Context: an optimization exercise on an open-source flow, tuned for small area, a short achievable clock period and few clock cycles per item. The choices shown serve that exercise and are no tape-out recipe.
At most, simulation tests tie the RTL to the original design; equivalence was not proved.

==> job 3603: inputs <==
==> flow/design.v <==
`default_nettype none
package dds_pkg;
	localparam int unsigned RAD_W  = 64;
	localparam int unsigned ROOT_W = 32;
	function automatic logic [8:0] isqrt8(input logic [7:0] v);
		logic [3:0] q;
		logic [4:0] r;
		logic [6:0] r4;
		logic [6:0] t;
		q = 4'd0;
		r = 5'd0;
		for (int i = 3; i >= 0; i--) begin
			r4 = {r, v[2*i+1 -: 2]};
			t  = r4 - {1'b0, q, 2'b01};
			if (!t[6] && ({1'b0, q, 2'b01} <= r4)) begin
				r = t[4:0];
				q = {q[2:0], 1'b1};
			end else begin
				r = r4[4:0];
				q = {q[2:0], 1'b0};
			end
		end
		isqrt8 = {r, q};
	endfunction
endpackage
`default_nettype wire
`default_nettype none
module dds_square (
	input  wire logic [30:0] rem,     
	input  wire logic [29:0] q,       
	input  wire logic [3:0]  bits,    
	output logic      [1:0]  digit,
	output logic      [30:0] rem_n    
);
	logic [35:0] r4;
	logic [35:0] t1;
	logic [35:0] t2;
	logic [35:0] t3;
	logic [35:0] a3;
	logic [35:0] b3;
	logic [35:0] s3;
	logic [35:0] c3;
	logic [36:0] t3w;
	assign r4 = {1'b0, rem, bits};
	assign t1 = r4 - {3'b000, q, 3'b001};
	assign t2 = r4 - {2'b00, q, 4'b0100};
	assign a3 = ~{2'b00, q, 4'b1000};
	assign b3 = ~{3'b000, q, 3'b001};
	assign s3 = r4 ^ a3 ^ b3;
	assign c3 = {(r4[34:0] & a3[34:0]) | (r4[34:0] & b3[34:0]) | (a3[34:0] & b3[34:0]), 1'b1};
	assign t3w = {s3, 1'b1} + {c3, 1'b1};
	assign t3 = t3w[36:1];
	always_comb begin
		if (!t3[35]) begin
			digit = 2'd3;
			rem_n = t3[30:0];
		end else if (!t2[35]) begin
			digit = 2'd2;
			rem_n = t2[30:0];
		end else if (!t1[35]) begin
			digit = 2'd1;
			rem_n = t1[30:0];
		end else begin
			digit = 2'd0;
			rem_n = r4[30:0];
		end
	end
endmodule
`default_nettype wire
`default_nettype none
import dds_pkg::*;
module decimal_digit_square_root (
	input  wire logic                    clk,
	input  wire logic                    arst_n,
	input  wire logic                    start,
	output logic                         busy,
	input  wire logic signed [dds_pkg::RAD_W-1:0] radicand,
	output logic                         done,
	output logic [dds_pkg::ROOT_W-1:0]   root,
	output logic                         negative_input
);
	logic        busy_q;
	logic        first_q;
	logic        done_q;
	logic        neg_q;
	logic [55:0] x_q;       
	logic [30:0] rem_q;     
	logic [31:0] q_q;       
	logic [3:0]  cnt_q;     
	logic [8:0]  lead;
	logic        hz;
	logic [8:0]  low;
	logic [1:0]  digit;
	logic [30:0] rem_n;
	assign lead = dds_pkg::isqrt8({1'b0, radicand[62:56]});
	assign hz  = (q_q[3:0] == 4'd0) && (x_q[55:32] == 24'd0);
	assign low = dds_pkg::isqrt8(x_q[31:24]);
	dds_square u_step (
		.rem   (rem_q),
		.q     (q_q[29:0]),
		.bits  (x_q[55:52]),
		.digit (digit),
		.rem_n (rem_n)
	);
	always_ff @(posedge clk or negedge arst_n) begin
		if (!arst_n) begin
			busy_q  <= 1'b0;
			first_q <= 1'b0;
			done_q  <= 1'b0;
		end else begin
			done_q  <= 1'b0;
			first_q <= 1'b0;
			if (!busy_q) begin
				if (start) begin
					if (radicand[63]) begin
						done_q <= 1'b1;
					end else begin
						busy_q  <= 1'b1;
						first_q <= 1'b1;
					end
				end
			end else if (!first_q && cnt_q == 4'd0) begin
				busy_q <= 1'b0;
				done_q <= 1'b1;
			end
		end
	end
	always_ff @(posedge clk) begin
		x_q[3:0] <= radicand[3:0];
		if (!busy_q) begin
			x_q[55:4] <= radicand[55:4];
			neg_q     <= radicand[63];
			rem_q     <= {26'd0, lead[8:4]};
			q_q       <= {28'd0, radicand[63] ? 4'd0 : lead[3:0]};
		end else if (first_q && hz) begin
			x_q[55:32] <= x_q[23:0];
			rem_q      <= {26'd0, low[8:4]};
			q_q        <= {28'd0, low[3:0]};
			cnt_q      <= 4'd5;
		end else begin
			x_q[55:4] <= x_q[51:0];
			rem_q     <= rem_n;
			q_q       <= {q_q[29:0], digit};
			cnt_q     <= first_q ? 4'd12 : cnt_q - 4'd1;
		end
	end
	assign busy           = busy_q;
	assign done           = done_q;
	assign root           = q_q;
	assign negative_input = neg_q;
endmodule
`default_nettype wire
==> flow/flow/run.sh <==
#!/bin/bash
set -euo pipefail
bash standard.sh finish SETUP_SLACK_MARGIN=7.5 > standard.log 2>&1
==> flow/standard.sh <==
#!/bin/bash
# synth_recipe.tcl (not shown) runs the flow's synth.tcl, then flattens the netlist and writes it again
# the make line also repeats each setting of config.mk as NAME=value (left out here)
make -C /OpenROAD-flow-scripts/flow DESIGN_CONFIG=/design/flow/config.mk WORK_HOME=/design/flow/orfs CLKGATE_MAP_FILE= SYNTH_SCRIPT=/design/flow/synth_recipe.tcl "${@:-finish}"
==> flow/config.mk <==
export PLATFORM = sky130hd
export DESIGN_NAME = decimal_digit_square_root
export DESIGN_NICKNAME = decimal_digit_square_root
export VERILOG_FILES = /design/flow/design.v
export SDC_FILE = /design/flow/constraint.sdc
export NUM_CORES = 4
export LEC_CHECK = 0
export CAP_MARGIN = 20
export CORE_MARGIN = 2
export CORE_UTILIZATION = 40
export PLACE_DENSITY = 0.6
export SLEW_MARGIN = 20
==> flow/constraint.sdc <==
create_clock -name core_clock -period 10.0 [get_ports {clk}]
set_input_delay 2.0000 -clock core_clock [delete_from_list [all_inputs] [get_ports {clk}]]
set_output_delay 2.0000 -clock core_clock [all_outputs]
set_load 0.01 [all_outputs]
==> job 6754: changes against job 3603 <==
==> flow/design.v (replaced) <==
`default_nettype none
package dds_pkg;
	localparam int unsigned RAD_W  = 64;
	localparam int unsigned ROOT_W = 32;
endpackage
`default_nettype wire
`default_nettype none
module dds_square (
	input  wire logic [30:0] rem,     
	input  wire logic [29:0] q,       
	input  wire logic [3:0]  bits,    
	output logic      [1:0]  digit,
	output logic      [30:0] rem_n    
);
	logic [35:0] r4;
	logic [35:0] a3;
	logic [35:0] b3;
	logic [35:0] s3;
	logic [35:0] c3;
	logic [35:0] p1, p2, p3;    
	logic [35:0] k1, k2, k3;    
	logic        n1, n2, n3;    
	logic [30:0] pm;
	logic [30:0] km;
	assign r4 = {1'b0, rem, bits};
	dds_pfx_add #(36) u1 (.a(r4), .b(~{3'b000, q, 3'b001}), .cin(1'b1), .p(p1), .c(k1));
	dds_pfx_add #(36) u2 (.a(r4), .b(~{2'b00, q, 4'b0100}), .cin(1'b1), .p(p2), .c(k2));
	assign a3 = ~{2'b00, q, 4'b1000};
	assign b3 = ~{3'b000, q, 3'b001};
	assign s3 = r4 ^ a3 ^ b3;
	assign c3 = {(r4[34:0] & a3[34:0]) | (r4[34:0] & b3[34:0]) | (a3[34:0] & b3[34:0]), 1'b1};
	dds_pfx_add #(36) u3 (.a(s3), .b(c3), .cin(1'b1), .p(p3), .c(k3));
	assign n1 = p1[35] ^ k1[35];
	assign n2 = p2[35] ^ k2[35];
	assign n3 = p3[35] ^ k3[35];
	always_comb begin
		if (!n3) begin
			digit = 2'd3;
			pm    = p3[30:0];
			km    = k3[30:0];
		end else if (!n2) begin
			digit = 2'd2;
			pm    = p2[30:0];
			km    = k2[30:0];
		end else if (!n1) begin
			digit = 2'd1;
			pm    = p1[30:0];
			km    = k1[30:0];
		end else begin
			digit = 2'd0;
			pm    = r4[30:0];
			km    = '0;
		end
	end
	assign rem_n = pm ^ km;
endmodule
`default_nettype wire
`default_nettype none
module dds_pfx_add #(
	parameter int W = 36
) (
	input  wire logic [W-1:0] a,
	input  wire logic [W-1:0] b,
	input  wire logic         cin,
	output logic      [W-1:0] p,
	output logic      [W-1:0] c
);
	localparam int N = W + 1;
	logic [N-1:0] gg;
	logic [N-1:0] pp;
	always_comb begin
		gg = {a & b, cin};
		pp = {a ^ b, 1'b0};
		for (int l = 0; (1 << l) < N; l++) begin
			for (int i = (2 << l) - 1; i < N; i += (2 << l)) begin
				gg[i] = gg[i] | (pp[i] & gg[i - (1 << l)]);
				pp[i] = pp[i] & pp[i - (1 << l)];
			end
		end
		for (int l = 5; l >= 0; l--) begin
			for (int i = 3 * (1 << l) - 1; i < N; i += (2 << l)) begin
				gg[i] = gg[i] | (pp[i] & gg[i - (1 << l)]);
				pp[i] = pp[i] & pp[i - (1 << l)];
			end
		end
	end
	assign p = a ^ b;
	assign c = gg[W-1:0];
endmodule
`default_nettype wire
`default_nettype none
module decimal_digit_square_root (
	input  wire logic                    clk,
	input  wire logic                    arst_n,
	input  wire logic                    start,
	output logic                         busy,
	input  wire logic signed [dds_pkg::RAD_W-1:0] radicand,
	output logic                         done,
	output logic [dds_pkg::ROOT_W-1:0]   root,
	output logic                         negative_input
);
	logic        busy_q;
	logic        done_q;
	logic        neg_q;
	logic [59:0] x_q;       
	logic [30:0] rem_q;     
	logic [31:0] q_q;       
	logic [3:0]  cnt_q;     
	logic        hz;
	logic [1:0]  d_hi;
	logic [1:0]  r_hi;
	logic [1:0]  d_lo;
	logic [2:0]  r_lo;
	logic [1:0]  digit;
	logic [30:0] rem_n;
	assign hz = (radicand[63:32] == 32'd0);
	always_comb begin
		if (radicand[62])            d_hi = 2'd2;
		else if (radicand[61:60] != 2'd0) d_hi = 2'd1;
		else                         d_hi = 2'd0;
		if (radicand[31:28] >= 4'd9)      d_lo = 2'd3;
		else if (radicand[31:28] >= 4'd4) d_lo = 2'd2;
		else if (radicand[31:28] >= 4'd1) d_lo = 2'd1;
		else                              d_lo = 2'd0;
	end
	assign r_hi = 2'({1'b0, radicand[62:60]} - 4'(d_hi * d_hi));
	assign r_lo = 3'(radicand[31:28] - 4'(d_lo * d_lo));
	dds_square u_step (
		.rem   (rem_q),
		.q     (q_q[29:0]),
		.bits  (x_q[59:56]),
		.digit (digit),
		.rem_n (rem_n)
	);
	always_ff @(posedge clk or negedge arst_n) begin
		if (!arst_n) begin
			busy_q <= 1'b0;
			done_q <= 1'b0;
		end else begin
			done_q <= 1'b0;
			if (!busy_q) begin
				if (start) begin
					if (radicand[63]) begin
						done_q <= 1'b1;
					end else begin
						busy_q <= 1'b1;
					end
				end
			end else if (cnt_q == 4'd0) begin
				busy_q <= 1'b0;
				done_q <= 1'b1;
			end
		end
	end
	always_ff @(posedge clk) begin
		if (!busy_q) begin
			x_q[59:32] <= hz ? radicand[27:0] : radicand[59:32];
			x_q[31:0]  <= radicand[31:0];
			neg_q      <= radicand[63];
			rem_q      <= {28'd0, hz ? r_lo : {1'b0, r_hi}};
			q_q        <= {30'd0, radicand[63] ? 2'd0 : (hz ? d_lo : d_hi)};
			cnt_q      <= hz ? 4'd6 : 4'd14;
		end else begin
			x_q[59:4]  <= x_q[55:0];
			x_q[3:0]   <= radicand[3:0];
			rem_q      <= rem_n;
			q_q        <= {q_q[29:0], digit};
			cnt_q      <= cnt_q - 4'd1;
		end
	end
	assign busy           = busy_q;
	assign done           = done_q;
	assign root           = q_q;
	assign negative_input = neg_q;
endmodule
`default_nettype wire
==> flow/flow/run.sh (replaced) <==
#!/bin/bash
set -euo pipefail
bash standard.sh finish SETUP_SLACK_MARGIN=6.5 \
	"BUFFER_PORTS_ARGS=-buffer_cell sky130_fd_sc_hd__buf_1" > standard.log 2>&1
--- a/flow/config.mk
+++ b/flow/config.mk
@@ -5,8 +5,10 @@
 export SDC_FILE = /design/flow/constraint.sdc
 export NUM_CORES = 4
 export LEC_CHECK = 0
+export ABC_AREA = 1
 export CAP_MARGIN = 20
 export CORE_MARGIN = 2
 export CORE_UTILIZATION = 40
+export CTS_BUF_LIST = sky130_fd_sc_hd__clkbuf_4 sky130_fd_sc_hd__clkbuf_8
 export PLACE_DENSITY = 0.6
 export SLEW_MARGIN = 20
==> job 3797: changes against job 3603 <==
--- a/flow/design.v
+++ b/flow/design.v
@@ -2,26 +2,6 @@
 package dds_pkg;
 	localparam int unsigned RAD_W  = 64;
 	localparam int unsigned ROOT_W = 32;
-	function automatic logic [8:0] isqrt8(input logic [7:0] v);
-		logic [3:0] q;
-		logic [4:0] r;
-		logic [6:0] r4;
-		logic [6:0] t;
-		q = 4'd0;
-		r = 5'd0;
-		for (int i = 3; i >= 0; i--) begin
-			r4 = {r, v[2*i+1 -: 2]};
-			t  = r4 - {1'b0, q, 2'b01};
-			if (!t[6] && ({1'b0, q, 2'b01} <= r4)) begin
-				r = t[4:0];
-				q = {q[2:0], 1'b1};
-			end else begin
-				r = r4[4:0];
-				q = {q[2:0], 1'b0};
-			end
-		end
-		isqrt8 = {r, q};
-	endfunction
 endpackage
 `default_nettype wire
 `default_nettype none
@@ -68,7 +48,6 @@
 endmodule
 `default_nettype wire
 `default_nettype none
-import dds_pkg::*;
 module decimal_digit_square_root (
 	input  wire logic                    clk,
 	input  wire logic                    arst_n,
@@ -83,22 +62,29 @@
 	logic        first_q;
 	logic        done_q;
 	logic        neg_q;
-	logic [55:0] x_q;       
+	logic [63:0] x_q;       
 	logic [30:0] rem_q;     
 	logic [31:0] q_q;       
 	logic [3:0]  cnt_q;     
-	logic [8:0]  lead;
 	logic        hz;
-	logic [8:0]  low;
+	logic [3:0]  top4;
+	logic [1:0]  d0;
+	logic [2:0]  r0;
 	logic [1:0]  digit;
 	logic [30:0] rem_n;
-	assign lead = dds_pkg::isqrt8({1'b0, radicand[62:56]});
-	assign hz  = (q_q[3:0] == 4'd0) && (x_q[55:32] == 24'd0);
-	assign low = dds_pkg::isqrt8(x_q[31:24]);
+	assign hz   = ~|x_q[63:32];
+	assign top4 = hz ? x_q[31:28] : x_q[63:60];
+	always_comb begin
+		if (top4 >= 4'd9)      d0 = 2'd3;
+		else if (top4 >= 4'd4) d0 = 2'd2;
+		else if (top4 >= 4'd1) d0 = 2'd1;
+		else                   d0 = 2'd0;
+	end
+	assign r0 = 3'(top4 - 4'(d0 * d0));
 	dds_square u_step (
 		.rem   (rem_q),
 		.q     (q_q[29:0]),
-		.bits  (x_q[55:52]),
+		.bits  (x_q[63:60]),
 		.digit (digit),
 		.rem_n (rem_n)
 	);
@@ -128,20 +114,19 @@
 	always_ff @(posedge clk) begin
 		x_q[3:0] <= radicand[3:0];
 		if (!busy_q) begin
-			x_q[55:4] <= radicand[55:4];
+			x_q[63:4] <= radicand[63:4];
 			neg_q     <= radicand[63];
-			rem_q     <= {26'd0, lead[8:4]};
-			q_q       <= {28'd0, radicand[63] ? 4'd0 : lead[3:0]};
-		end else if (first_q && hz) begin
-			x_q[55:32] <= x_q[23:0];
-			rem_q      <= {26'd0, low[8:4]};
-			q_q        <= {28'd0, low[3:0]};
-			cnt_q      <= 4'd5;
+			q_q       <= '0;
+		end else if (first_q) begin
+			x_q[63:4] <= hz ? {x_q[27:0], 32'd0} : x_q[59:0];
+			rem_q     <= {28'd0, r0};
+			q_q       <= {30'd0, d0};
+			cnt_q     <= hz ? 4'd6 : 4'd14;
 		end else begin
-			x_q[55:4] <= x_q[51:0];
+			x_q[63:4] <= x_q[59:0];
 			rem_q     <= rem_n;
 			q_q       <= {q_q[29:0], digit};
-			cnt_q     <= first_q ? 4'd12 : cnt_q - 4'd1;
+			cnt_q     <= cnt_q - 4'd1;
 		end
 	end
 	assign busy           = busy_q;
==> flow/run.sh (new file) <==
#!/bin/bash
# synth_recipe.tcl (not shown) runs the flow's synth.tcl, then flattens the netlist and writes it again
# the make line also repeats each setting of config.mk as NAME=value (left out here)
make -C /OpenROAD-flow-scripts/flow DESIGN_CONFIG=/design/flow/config.mk WORK_HOME=/design/flow/orfs CLKGATE_MAP_FILE= SYNTH_SCRIPT=/design/flow/synth_recipe.tcl finish
removed: flow/flow/run.sh
removed: flow/standard.sh
==> job 2914: changes against job 3603 <==
--- a/flow/design.v
+++ b/flow/design.v
@@ -2,26 +2,6 @@
 package dds_pkg;
 	localparam int unsigned RAD_W  = 64;
 	localparam int unsigned ROOT_W = 32;
-	function automatic logic [8:0] isqrt8(input logic [7:0] v);
-		logic [3:0] q;
-		logic [4:0] r;
-		logic [6:0] r4;
-		logic [6:0] t;
-		q = 4'd0;
-		r = 5'd0;
-		for (int i = 3; i >= 0; i--) begin
-			r4 = {r, v[2*i+1 -: 2]};
-			t  = r4 - {1'b0, q, 2'b01};
-			if (!t[6] && ({1'b0, q, 2'b01} <= r4)) begin
-				r = t[4:0];
-				q = {q[2:0], 1'b1};
-			end else begin
-				r = r4[4:0];
-				q = {q[2:0], 1'b0};
-			end
-		end
-		isqrt8 = {r, q};
-	endfunction
 endpackage
 `default_nettype wire
 `default_nettype none
@@ -68,7 +48,6 @@
 endmodule
 `default_nettype wire
 `default_nettype none
-import dds_pkg::*;
 module decimal_digit_square_root (
 	input  wire logic                    clk,
 	input  wire logic                    arst_n,
@@ -83,22 +62,40 @@
 	logic        first_q;
 	logic        done_q;
 	logic        neg_q;
-	logic [55:0] x_q;       
+	logic [59:0] x_q;       
 	logic [30:0] rem_q;     
 	logic [31:0] q_q;       
 	logic [3:0]  cnt_q;     
-	logic [8:0]  lead;
+	logic [2:0]  in3;
+	logic [1:0]  din;
+	logic [1:0]  rin;
 	logic        hz;
-	logic [8:0]  low;
+	logic [3:0]  lo4;
+	logic [1:0]  dlo;
+	logic [2:0]  rlo;
 	logic [1:0]  digit;
 	logic [30:0] rem_n;
-	assign lead = dds_pkg::isqrt8({1'b0, radicand[62:56]});
-	assign hz  = (q_q[3:0] == 4'd0) && (x_q[55:32] == 24'd0);
-	assign low = dds_pkg::isqrt8(x_q[31:24]);
+	assign in3 = radicand[62:60];
+	always_comb begin
+		if (radicand[63])      din = 2'd0;
+		else if (in3[2])       din = 2'd2;
+		else if (in3 != 3'd0)  din = 2'd1;
+		else                   din = 2'd0;
+	end
+	assign rin = 2'(in3 - 3'(din * din));
+	assign hz  = (q_q[1:0] == 2'd0) && (x_q[59:32] == 28'd0);
+	assign lo4 = x_q[31:28];
+	always_comb begin
+		if (lo4 >= 4'd9)      dlo = 2'd3;
+		else if (lo4 >= 4'd4) dlo = 2'd2;
+		else if (lo4 >= 4'd1) dlo = 2'd1;
+		else                  dlo = 2'd0;
+	end
+	assign rlo = 3'(lo4 - 4'(dlo * dlo));
 	dds_square u_step (
 		.rem   (rem_q),
 		.q     (q_q[29:0]),
-		.bits  (x_q[55:52]),
+		.bits  (x_q[59:56]),
 		.digit (digit),
 		.rem_n (rem_n)
 	);
@@ -128,20 +125,20 @@
 	always_ff @(posedge clk) begin
 		x_q[3:0] <= radicand[3:0];
 		if (!busy_q) begin
-			x_q[55:4] <= radicand[55:4];
+			x_q[59:4] <= radicand[59:4];
 			neg_q     <= radicand[63];
-			rem_q     <= {26'd0, lead[8:4]};
-			q_q       <= {28'd0, radicand[63] ? 4'd0 : lead[3:0]};
+			rem_q     <= {29'd0, rin};
+			q_q       <= {30'd0, din};
 		end else if (first_q && hz) begin
-			x_q[55:32] <= x_q[23:0];
-			rem_q      <= {26'd0, low[8:4]};
-			q_q        <= {28'd0, low[3:0]};
-			cnt_q      <= 4'd5;
+			x_q[59:32] <= x_q[27:0];
+			rem_q      <= {28'd0, rlo};
+			q_q        <= {30'd0, dlo};
+			cnt_q      <= 4'd6;
 		end else begin
-			x_q[55:4] <= x_q[51:0];
+			x_q[59:4] <= x_q[55:0];
 			rem_q     <= rem_n;
 			q_q       <= {q_q[29:0], digit};
-			cnt_q     <= first_q ? 4'd12 : cnt_q - 4'd1;
+			cnt_q     <= first_q ? 4'd13 : cnt_q - 4'd1;
 		end
 	end
 	assign busy           = busy_q;
==> comparison <==
Job 3797 finished with timing, DRC and antenna clean. Job 6754 completed with no timing, DRC or antenna violations. Job 3603 passed the timing, DRC and antenna checks. Job 2914 completed with no timing, DRC or antenna violations.
First-iteration DRC count: job 3797 > job 3603 > job 6754 > job 2914.
The lowest utilization belongs to job 6754, the highest to job 3603.
The lowest die area belongs to job 6754, the highest to job 3603.
In job 2914 the synthesized cell count is lower than in job 3603, by 9.7%.
Wire length: job 2914 is higher than job 6754 (about 5.6%).
Clock-buffer cell count is the same in job 3797 and job 2914.
The highest final cell count belongs to job 3603, the lowest to job 2914.
In job 6754 the clock skew is higher than in job 3797, by 11 ps.
Against job 3603, the via count of job 3797 is smaller by 6.0%.
Testbench counts of job 6754, summed over its fixed seeds: cycles 31,206, roots 2,400.
Only the layout flow was run in job 3603, job 3797 and job 2914; the RTL was not checked for function there.

[port drivers added, routing unchanged]
In the flow no input, the clock included, has a driving cell. The finished layouts below were timed again as built, in two steps.
Step 1: set_driving_cell puts a clkbuf_16 on clk and a buf_2 on each other input, an assumption about the parent block.
Step 2, shift: input delay + t, output delay - t, t = (earliest + latest rising clock arrival at the registers) / 2. This alone moves slack from input paths to output paths.
Three values: ideal, step 1, step 2; two values: the first two.
run | t, ns | slack for setup (ns) | hold slack, ns
job 3603 | 0.474 | 4.503 / 4.491 / 4.017 | 0.526 / 0.526 / 0.526
job 6754 | 0.493 | 6.653 / 6.611 / 6.260 | 0.417 / 0.417 / 0.417
job 3797 | 0.484 | 5.032 / 5.032 / 5.032 | 0.456 / 0.456 / 0.456
job 2914 | 0.479 | 6.668 / 6.668 / 6.374 | 0.506 / 0.506 / 0.506
After both steps every run listed still meets setup and hold. The setup slack of job 3603, which loses most, moves by -0.012 ns with the drivers and by -0.486 ns with both steps.
